Background: an optimization exercise with open tools, aiming at small area, a short achievable clock period and few clock cycles. Do not read the settings as production practice. Only simulation tests tie the RTL to the original design; equivalence was not proved. No activity file was given, so power comes from the tool's default toggle rates.

`design/flow/config.mk`:
```
export PLATFORM = sky130hd
export DESIGN_NAME = multicycle_core
export DESIGN_NICKNAME = multicycle_core
export VERILOG_FILES = /design/flow/design.v
export SDC_FILE = /design/flow/constraint.sdc
export NUM_CORES = 4
export LEC_CHECK = 0
export CAP_MARGIN = 20
export CELL_PAD_IN_SITES_GLOBAL_PLACEMENT = 2
export CORE_MARGIN = 2
export CORE_UTILIZATION = 25
export PLACE_DENSITY = 0.35
export SLEW_MARGIN = 20
```
`design/flow/constraint.sdc`:
```
create_clock -name core_clock -period 12.0 [get_ports {clk}]
set_input_delay 2.4000 -clock core_clock [delete_from_list [all_inputs] [get_ports {clk}]]
set_output_delay 2.4000 -clock core_clock [all_outputs]
set_load 0.01 [all_outputs]
```
`design/flow/design.v`:
```
`default_nettype none
module multicycle_core #(
  parameter int DATA_W     = 32,
  parameter int IMEM_DEPTH = 16,
  parameter int DMEM_DEPTH = 16,
  parameter int MAX_INSTR  = 256
) (
  input  logic                          clk,
  input  logic                          rst,
  input  logic                          start,
  output logic                          busy,
  output logic                          done,
  output logic                          err,
  input  logic                          imem_we,
  input  logic [$clog2(IMEM_DEPTH)-1:0] imem_addr,
  input  logic [33:0]                   imem_wdata,
  output logic [$clog2(IMEM_DEPTH)-1:0] pc,
  input  logic [4:0]                    probe_reg_addr,
  output logic [DATA_W-1:0]             probe_reg_data,
  input  logic [$clog2(DMEM_DEPTH)-1:0] probe_dm_addr,
  output logic [DATA_W-1:0]             probe_dm_data
);
  localparam int c_IMEM_AW = $clog2(IMEM_DEPTH);
  localparam int c_DMEM_AW = $clog2(DMEM_DEPTH);
  localparam int c_CNT_W   = $clog2(MAX_INSTR + 1);
  typedef enum logic [2:0] {
    S_IDLE   = 3'd0,
    S_FETCH  = 3'd1,
    S_DECODE = 3'd2,
    S_EXEC   = 3'd3,
    S_MEM    = 3'd4,
    S_WB     = 3'd5,
    S_HALT   = 3'd6
  } state_t;
  state_t                r_state;
  logic [c_IMEM_AW-1:0]  r_pc;
  logic [33:0]           r_ir;
  logic [DATA_W-1:0]     r_a;
  logic [DATA_W-1:0]     r_b;
  logic [DATA_W-1:0]     r_alu_out;
  logic [DATA_W-1:0]     r_mdr;
  logic [c_CNT_W-1:0]    r_cnt;
  logic                  r_busy;
  logic                  r_done;
  logic                  r_err;
  logic [DATA_W-1:0]     r_rf   [32];
  logic [DATA_W-1:0]     r_dmem [DMEM_DEPTH];
  logic [33:0]           r_imem [IMEM_DEPTH];
  logic                  w_reg_write;
  logic                  w_mem_write;
  logic                  w_reg_dst;
  logic                  w_alu_src;
  logic [2:0]            w_alu_ctl;
  logic                  w_mem_to_reg;
  logic [4:0]            w_rs;
  logic [4:0]            w_rt;
  logic [4:0]            w_dest;
  logic [DATA_W-1:0]     w_sign_imm;
  logic [DATA_W-1:0]     w_alu_b;
  logic [DATA_W-1:0]     w_alu_y;
  logic [DATA_W-1:0]     w_wb_data;
  logic [c_DMEM_AW-1:0]  w_dm_idx;
  assign w_reg_write  = r_ir[33];
  assign w_mem_write  = r_ir[32];
  assign w_reg_dst    = r_ir[31];
  assign w_alu_src    = r_ir[30];
  assign w_alu_ctl    = r_ir[29:27];
  assign w_mem_to_reg = r_ir[26];
  assign w_rs         = r_ir[25:21];
  assign w_rt         = r_ir[20:16];
  assign w_dest       = w_reg_dst ? r_ir[15:11] : r_ir[20:16];
  assign w_sign_imm   = DATA_W'($signed(r_ir[15:0]));
  assign w_alu_b      = w_alu_src ? w_sign_imm : r_b;
  assign w_dm_idx     = r_alu_out[c_DMEM_AW-1:0];
  assign w_wb_data    = (w_mem_to_reg && !w_mem_write) ? r_mdr : r_alu_out;
  always_comb begin
    w_alu_y = '0;
    case (w_alu_ctl)
      3'b000:  w_alu_y = r_a & w_alu_b;
      3'b001:  w_alu_y = r_a | w_alu_b;
      3'b010:  w_alu_y = r_a + w_alu_b;
      3'b110:  w_alu_y = r_a - w_alu_b;
      3'b111:  w_alu_y = {{(DATA_W-1){1'b0}}, ($signed(r_a) < $signed(w_alu_b))};
      default: w_alu_y = '0;
    endcase
  end
  always_ff @(posedge clk) begin
    if (imem_we && !r_busy) begin
      r_imem[imem_addr] <= imem_wdata;
    end
  end
  always_ff @(posedge clk or posedge rst) begin
    if (rst) begin
      r_state   <= S_IDLE;
      r_pc      <= '0;
      r_ir      <= '0;
      r_a       <= '0;
      r_b       <= '0;
      r_alu_out <= '0;
      r_mdr     <= '0;
      r_cnt     <= '0;
      r_busy    <= 1'b0;
      r_done    <= 1'b0;
      r_err     <= 1'b0;
      for (int i = 0; i < 32; i++) begin
        r_rf[i] <= '0;
      end
      for (int i = 0; i < DMEM_DEPTH; i++) begin
        r_dmem[i] <= '0;
      end
    end else begin
      case (r_state)
        S_IDLE, S_HALT: begin
          if (start) begin
            r_state <= S_FETCH;
            r_pc    <= '0;
            r_cnt   <= '0;
            r_err   <= 1'b0;
            r_busy  <= 1'b1;
            r_done  <= 1'b0;
          end
        end
        S_FETCH: begin
          r_ir    <= r_imem[r_pc];
          r_pc    <= r_pc + c_IMEM_AW'(1);
          r_state <= S_DECODE;
        end
        S_DECODE: begin
          r_a <= r_rf[w_rs];
          r_b <= r_rf[w_rt];
          if (r_ir == 34'd0) begin
            r_state <= S_HALT;
            r_busy  <= 1'b0;
            r_done  <= 1'b1;
          end else if (r_cnt == c_CNT_W'(MAX_INSTR)) begin
            r_state <= S_HALT;
            r_busy  <= 1'b0;
            r_done  <= 1'b1;
            r_err   <= 1'b1;
          end else begin
            r_state <= S_EXEC;
          end
        end
        S_EXEC: begin
          r_alu_out <= w_alu_y;
          if (w_mem_write || w_mem_to_reg) begin
            r_state <= S_MEM;
          end else if (w_reg_write) begin
            r_state <= S_WB;
          end else begin
            r_state <= S_FETCH;
            r_cnt   <= r_cnt + c_CNT_W'(1);
          end
        end
        S_MEM: begin
          if (w_mem_write) begin
            r_dmem[w_dm_idx] <= r_b;
            if (w_reg_write) begin
              r_state <= S_WB;
            end else begin
              r_state <= S_FETCH;
              r_cnt   <= r_cnt + c_CNT_W'(1);
            end
          end else begin
            r_mdr   <= r_dmem[w_dm_idx];
            r_state <= S_WB;
          end
        end
        S_WB: begin
          if (w_reg_write && (w_dest != 5'd0)) begin
            r_rf[w_dest] <= w_wb_data;
          end
          r_cnt   <= r_cnt + c_CNT_W'(1);
          r_state <= S_FETCH;
        end
        default: begin
          r_state <= S_IDLE;
          r_busy  <= 1'b0;
          r_done  <= 1'b0;
        end
      endcase
    end
  end
  assign busy           = r_busy;
  assign done           = r_done;
  assign err            = r_err;
  assign pc             = r_pc;
  assign probe_reg_data = (probe_reg_addr == 5'd0) ? '0 : r_rf[probe_reg_addr];
  assign probe_dm_data  = r_dmem[probe_dm_addr];
endmodule
`default_nettype wire
```
`design/flow/run.sh`:
```
#!/bin/bash
# synth_recipe.tcl (not shown) runs the flow's synth.tcl, then flattens the netlist and writes it again
# the make line also repeats each setting of config.mk as NAME=value (left out here)
make -C /OpenROAD-flow-scripts/flow DESIGN_CONFIG=/design/flow/config.mk WORK_HOME=/design/flow/orfs CLKGATE_MAP_FILE= SYNTH_SCRIPT=/design/flow/synth_recipe.tcl finish
```
==> results.txt <==
## state kept, by name (all words and copies together) (netlist names)
name	count
r_b	32
r_alu_out	32
r_rf	1024
r_state	3
r_ir	34
r_err	1
r_pc	4
r_cnt	9
r_mdr	32
r_dmem	512
r_imem	544
r_a	32
r_done	1
r_busy	1
## worst max-delay path: cells and delay by family
family	cells	cell delay (ns)
AOI/OAI and AO/OA	2	0.30
buffers and inverters	3	1.98
and+or+nand+nor	5	2.37
## Yosys cell counts, types with 11 or more instances
library cell / number / area (um^2)
a222oi_1: 32 / 320.3
nor3_1: 59 / 295.3
buf_1: 131 / 491.7
clkbuf_8: 11 / 151.4
a22oi_1: 815 / 6118
o21bai_1: 12 / 90.09
o32ai_1: 60 / 525.5
o22ai_1: 41 / 256.5
inv_1: 98 / 367.9
o221ai_1: 72 / 630.6
nor4_1: 15 / 93.84
a22o_1: 517 / 4528
o22a_1: 31 / 271.5
a21oi_1: 405 / 2027
mux2i_1: 193 / 1932
xnor2_1: 23 / 201.4
clkbuf_1: 852 / 3198
nand3b_1: 14 / 105.1
nand2_1: 1168 / 4384
dfrtp_1: 1717 / 42970
mux4_2: 68 / 1531
nand4_1: 268 / 1677
nor2b_1: 16 / 100.1
and3_1: 14 / 87.58
o21ai_1: 96 / 480.5
a221oi_1: 530 / 4642
o21ai_0: 1031 / 5160
edfxtp_1: 544 / 16340
ha_1: 102 / 1276
nand3_1: 174 / 870.8
nand2b_1: 42 / 262.8
mux2_2: 513 / 5777
nor2_1: 481 / 1805
## metrics by stage
stage / total power (uW) / cells / utilization / hold WS [ns] / cell area (um^2)
finish: 25900 / 16210 / 0.2953 / 0.4148 / 129500
global route: 26740 / 16180 / 0.2952 / 0.4203 / 129400
CTS: 25980 / 16180 / 0.2950 / 0.4062 / 129300
detailed placement: 16920 / 15670 / 0.2734 / 0.3937 / 119900
global placement: 16920 / 15670 / 0.2732 / 0.3910 / 119800
floorplan: 12430 / 10300 / - / 0.4492 / 110200
## final cells by class
type                            instances  area share
Sequential cell                      2261      0.4581
Multi-Input combinational cell       6936      0.3759
Clock buffer                          415     0.06596
Tap cell                             5880     0.05682
Timing Repair Buffer                  492     0.03245
Clock inverter                         97    0.007218
Inverter                              102    0.002995
Antenna cell                           30   0.0005798
## power by group through the flow
stage               Sequential [uW]  Combinational, uW  Clock [uW]
floorplan                      8750               3670           0
global placement               9400               7520           0
detailed placement             9390               7530           0
CTS                            9250               7550        9190
global route                   9300               7960        9470
finish                         9270               7670        8960
## cells by family (layout without fill, tap and decap cells)
group	count (synthesis)	after routing	synth area share
other	0	30	0
muxes	774	774	0.08383
DFF	2261	2261	0.5380
AOI/OAI and AO/OA	3719	3719	0.2332
adders and majority gates	104	104	0.01194
buffers and inverters	1105	1106	0.03899
xor gates and xnor gates	33	33	0.002622
and+or+nand+nor	2306	2306	0.09137
## how the worst min path moves through the flow
stage,endpoint
global route,r_rf[0][18]
floorplan,r_mdr[0]
detailed placement,r_rf[0][2]
CTS,r_rf[0][2]
global placement,r_rf[0][13]
finish,r_rf[0][2]
## per-layer routing
metal  up-vias  GRT usage
li1      39050          -
met1     52310     0.4387
met2      6525     0.4705
met3      2044    0.08761
met4        40     0.1390
met5         -   0.004775
==> impl_results.md <==
- I/O Buffers: between 100 and 150
- Synth cell types: 85
- Total grt overflow: 0
- Setup ws final: 2.438 ns
- Most frequent cells in the layout: 1,711 x dfrtp_1, 1,124 x nand2_1, 1,031 x o21ai_0, 815 x a22oi_1, 544 x edfxtp_1
- Worst-path clk slew: 0.05 ns
- #FFs+latches synth: roughly 2,300
- Met1 WL: 324,300 um
- Top routing layer in use: met5
- Maxcap violations: 0
- Net Count, Synth: ~10,000
- Internal: 15,400 uW
- Detailed Place HPWL: 451,800 um
- CP Class: in2out
- Post-Syn Area: between 100,000 and 150,000 um^2
- Layout cells sized above 1: 0.1653
- Post-Synthesis Cells: between 10,000 and 15,000
- Dpl ws: 2.778 ns
- Final Slew Violations: 0
- Core area: approximately 440,000 um^2
- Clock Latency Late Sink: between 0.9 and 1 ns
- Drt first-iter violations: ~14,000
- Die Ht: between 600 and 700 um
- Drt drc: 0
- Crit path cell chain: clkdlybuf4s50_1, or3b_2, nor2_4, buf_4, a22o_1, a221oi_1, nand4_1, nor3_1, nor2_1, clkdlybuf4s50_1
- Post-Syn Area per Cell: approximately 11 um^2
- Nets: approximately 10,000
- Critical Path RT: around 9.6 ns
- DR WL/cell: roughly 45 um
- Met3 Wirelength: between 60,000 and 70,000 um
- Number of setup buffers added after CTS: 0
- R2R cell count: 12
- Setup Total Neg Slack: 0 ns
- Worst hold stages: 0
- Pwr Density: approximately 200 nW/um^2
- Fmax: about 100 MHz
- Status: finished clean
- CP startpoint: probe_reg_addr[3]
- Net Sw Frac: 0.4053
- Clk root buf: clkbuf_16
- LEAKAGE: just over 0.05 uW
- Vias in the first global route: 96,500
- H-tree levels: 5
- CP Max Fanout: 20
- Chip Width: 668 um
- Min-delay src: r_rf[0][2]
- Crit path largest cell delay: between 0.8 and 0.9 ns
- Reg area: between 50,000 and 60,000 um^2
- Sequential share of power: 0.358
- CP Launch Type: input pin
- IO Pins: between 100 and 150
- Footprint of the multi-input gates: 48,670 um^2
- Main synth FF type: dfrtp_1
- DRT antenna net count: 0
- Vias/cell: 6.166
- VDD IR-drop max: ~0.13 mV
- Post-Route WL: 735,000 um
- Pin slew with the least headroom to its limit: roughly 1.3 ns
- Most used cell, CP: clkdlybuf4s50_1
- Hold-fix buffers, CTS: 0
- Largest net degree at the start of global routing: 130
- RSZ-0062 raised after global routing: no
- Yosys Warn Count: 3
- CP endpoint: probe_reg_data[9]
- CP max-delay cell: nor2_4
- Setup violations, final: 0
- TritonCTS clock tree: built
- Initial Util: 0.2514
- Cts bufs inserted: ~300
- Post-synth EDFFs: about 540
- CP Capture Type: output pin
- Comb pwr share: 0.296
- Reg-to-Reg Start: r_b[1]
- Die Footprint: about 450,000 um^2
- Clk sink count: 2,261
- Filler instances: roughly 45,000
- Routed via count: about 100,000
- Tot GR Track Use: 0.3203
- GPL Wtd Cong: 0.9265
- Most common cell after layout, fill and taps aside: dfrtp_1
- Ys async rst share: 0.7594
- CTS max path bufs: 4
- HP Class: reg2reg
- Worst R2R Setup Slack: approximately 7.2 ns
- FF-to-FF End: r_alu_out[31]
- Fin crit period: between 9 and 10 ns
- CTS resizes: 0
- Row cnt: 243
- Psw: ~10,000 uW
- Crit path DAT: roughly 7.2 ns
- Met2 Wirelength: about 300,000 um
- Relative slew slack: 0.1024
- Clk network pwr share: 0.346
- Syn-to-layout area delta: 17.48%
- Final period utilization: 0.7968
- Skew final: roughly 0.065 ns
- Sequential element share of the synthesized area: 0.5380
- Hold Fails Final Rpt: 0
- DR pass1 iterations: 14
- Global-route wire length before repair: ~970,000 um
- Initial antenna violation count: 66
Testbench counts, summed over its fixed seeds: cycles 110,418.

static timing again, ports no longer ideal:
No port has a modelled driver above. Below, the same layout with a new extraction and two added sets of constraints. Step 1: set_driving_cell puts a clkbuf_16 on clk and a buf_2 on each other input, an assumption about the parent block. Step 2 times the ports against the registers' clock, not the clock port: input delays grow and output delays shrink by t, the midpoint of the rising clock arrivals with the driver on. Slacks: no drivers / after step 1 / after step 2; pairs: no drivers / after step 1.
t, ns: 1.050
setup WS [ns]: 2.438 / 2.356 / 2.356
cell pins on the clock port's net: 1
After both steps setup and hold are still met in this run. For this run, drivers alone change the setup slack by -0.082 ns; drivers and shift together by -0.082 ns.
